What follows belongs to an exercise in optimizing a design on an open flow for small area, a short achievable clock period and few clock cycles; a production flow would make more cautious choices.
Power figures rest on the tool's default switching activity, not on a simulated workload.

==> flow/design.v (excerpt) <==
module i2c_master_transfer_sequencer (
  input  wire logic       clk_i,
  input  wire logic       rst_ni,
  input  wire logic       in_valid_i,
  output logic            in_ready_o,
  input  wire logic [2:0] mode_i,
  input  wire logic [6:0] target_address_i,
  input  wire logic [7:0] byte_count_i,
  input  wire logic [4:0] byte_index_i,
  input  wire logic [7:0] data_byte_i,
  input  wire logic [3:0] bus_status_i,
  output logic            out_valid_o,
  input  wire logic       out_ready_i,
  output logic      [2:0] return_code_o,
  output logic      [3:0] bus_action_o,
  output logic      [7:0] bus_byte_o,
  output logic      [2:0] driver_state_o,
  output logic      [5:0] bytes_available_o,
  output logic      [7:0] buffer_byte_o
);
Size: roughly 2600 cells after synthesis, ~680 flip-flops, about 73 I/O pins, about 30000 um2 of cells after synthesis.
export LEC_CHECK = 0
export ABC_CLOCK_PERIOD_IN_PS = 2400
export CAP_MARGIN = 20
export CORE_MARGIN = 2
export CORE_UTILIZATION = 60
export SETUP_SLACK_MARGIN = 3.1
export SLEW_MARGIN = 20
export TNS_END_PERCENT = 20
create_clock -name core_clock -period 5.5 [get_ports {clk_i}]
run.sh (not shown) runs the stock make flow with config.mk's settings and CLKGATE_MAP_FILE= SYNTH_SCRIPT=/design/flow/synth_recipe.tcl, a recipe that flattens the netlist after the stock synthesis.
Then changed:
--- a/flow/design.v
+++ b/flow/design.v
@@ -93,46 +93,43 @@
   output logic      [7:0] buffer_byte_o
 );
   localparam logic [3:0] A_NONE = 4'd0, A_START = 4'd1, A_SEND = 4'd2,
                          A_ACK = 4'd3, A_NACK = 4'd4, A_STOP = 4'd5,
                          A_STOP_START = 4'd6, A_RELEASE = 4'd7,
                          A_RELEASE_START = 4'd8;
   logic iv_q;       
   logic ov_q;       
   logic sv_q;       
   logic rdy_q;      
   logic exec;       
-  logic ex_q;       
   logic out_free;
-  assign exec     = ex_q;
+  assign exec     = ~sv_q;
   assign out_free = ~ov_q | out_ready_i;
   assign in_ready_o  = rdy_q;
   assign out_valid_o = ov_q;
   logic iv_d, sv_d;
   always_comb begin
     iv_d = rdy_q ? in_valid_i : iv_q;
     sv_d = out_free ? 1'b0 : (sv_q | iv_q);
   end
   always_ff @(posedge clk_i or negedge rst_ni) begin
     if (!rst_ni) begin
       iv_q  <= 1'b0;
       ov_q  <= 1'b0;
       sv_q  <= 1'b0;
       rdy_q <= 1'b0;
-      ex_q  <= 1'b1;
     end else begin
       iv_q  <= iv_d;
       sv_q  <= sv_d;
       if (out_free) ov_q <= sv_q | iv_q;
       rdy_q <= ~(iv_d & sv_d);
-      ex_q  <= ~sv_d;
     end
   end
   logic [6:0] a_q;
   logic [7:0] c_q;
   logic [7:0] xs_hi;                                   
   logic [3:0] xs_lo;
   logic [7:0] d_q;
   logic       k_stg, k_wr, k_rd, k_tl, k_ev, k_rb;    
   logic       e_awd, e_tx, e_rx, e_fin, e_take, e_rel, e_set;  
   logic [2:0] e_err;
   logic       in_tl;
@@ -171,41 +168,38 @@
   logic       p_tx, p_rx, p_wp, p_rp;    
   logic [2:0] err_q;
   logic [5:0] pos_q;
   logic [6:0] rem_q;                     
   logic [7:0] awd_q;
   logic [6:0] wa_q;
   logic [5:0] wc_q;
   logic [6:0] ra_q;
   logic [4:0] rl_q;                      
   logic       lt, lt1;                   
   logic [4:0] rda_q;                     
-  logic [4:0] rdn_q;                     
   logic [7:0] stg [32];
   logic [7:0] xf  [32];
   logic       p_rdy;
   logic       take, step, fin, lw, lr, lw_req, lw_fin;
   logic [4:0] rl_in;
   logic [7:0] xf_rd;
   assign p_rdy  = ~(p_tx | p_rx | p_wp | p_rp);
   assign rl_in  = (c_q[5:0] == 6'd0) ? 5'd0 : 5'(c_q[5:0] - 6'd1);
   assign take   = e_take & ~pos_q[5];
   assign step   = (e_tx & lt) | take;
   assign fin    = e_fin | (e_tx & ~lt);
   assign lw_req = k_wr & p_rdy;
   assign lw_fin = fin & p_wp;
   assign lw     = lw_req | lw_fin;
   assign lr     = (k_rd & p_rdy) | (fin & p_rp);
-  logic [7:0] xf_hi;
-  assign xf_hi   = xf[~rdn_q];
-  assign xf_rd   = {xf_hi[7:4], xf[rda_q][3:0]};
+  assign xf_rd   = xf[rda_q];
   logic       n_tx, n_rx, n_wp, n_rp;
   logic [2:0] n_err;
   logic [5:0] n_pos;
   logic [6:0] n_rem;
   logic [7:0] n_awd;
   logic [6:0] n_wa;
   logic [5:0] n_wc;
   logic [6:0] n_ra;
   logic [4:0] n_rl;
   always_comb begin
     n_wa = k_wr ? a_q : wa_q;
@@ -250,28 +244,27 @@
       n_lt1 = (n_rl[4:1] != 4'd0);
     end else if (step) begin
       n_lt  = lt1;
       n_lt1 = ~rem_q[6] & (rem_q[5:0] > 6'd2);
     end else begin
       n_lt  = lt;
       n_lt1 = lt1;
     end
   end
   logic [5:0] pos_e;
   assign pos_e = exec ? n_pos : pos_q;
-  logic [4:0] rda_d;
-  assign rda_d = (mode_i == 3'd4) ? byte_index_i : pos_e[4:0];
-  always_ff @(posedge clk_i) begin
-    if (rdy_q) begin
-      rda_q <= rda_d;
-      rdn_q <= ~rda_d;
+  always_ff @(posedge clk_i or negedge rst_ni) begin
+    if (!rst_ni) begin
+      rda_q <= 5'd0;
+    end else if (rdy_q) begin
+      rda_q <= (mode_i == 3'd4) ? byte_index_i : pos_e[4:0];
     end
   end
   always_ff @(posedge clk_i or negedge rst_ni) begin
     if (!rst_ni) begin
       lt    <= 1'b0;
       lt1   <= 1'b0;
       p_tx  <= 1'b0;
       p_rx  <= 1'b0;
       p_wp  <= 1'b0;
       p_rp  <= 1'b0;
       err_q <= 3'd0;
Outcome:
- via count is lower by 4.5%
- final area fell by 0.75%
- synthesized cell count falls by 6.3%
- first-iteration DRC count goes up by 5.6%
- area after synthesis drops by 1.3%
- core utilization rises by 0.83 points
- power went down by 3.7%
- clock skew is higher by 0.0088 ns
- critical path depth is lower by 5
- maximum frequency went up by 4.2%
- sequential share of layout area goes down by 0.15 points
- die area shrinks by 1.3%
- hold slack got worse by 0.0082 ns
Function was not checked in any run of this note: the RTL went through the layout flow alone.

## re-timing with driven ports
Ports are ideal in the flow. The routed layouts listed here were re-timed in OpenROAD.
Step 1, drivers: a clkbuf_16 drives clk_i and a buf_2 each remaining input, both assumed.
Step 2 moves the port delays by t, midway between the first and last clock arrival at a register: inputs arrive t later, outputs are due t later. That takes back most of the time a late clock gives input paths.
Three values: ideal ports, drivers, drivers and shift; two values: the first two.
run	shift t [ns]	slack for setup (ns)	worst setup path at the end
the first run	0.678	2.697 / 2.697 / 2.413	input to register
the second run	0.683	2.810 / 2.810 / 2.340	input to register
After both steps setup and hold are still met in every run listed. For the second run, which loses most, drivers alone change the setup slack by 0.000 ns; drivers and shift together by -0.470 ns.
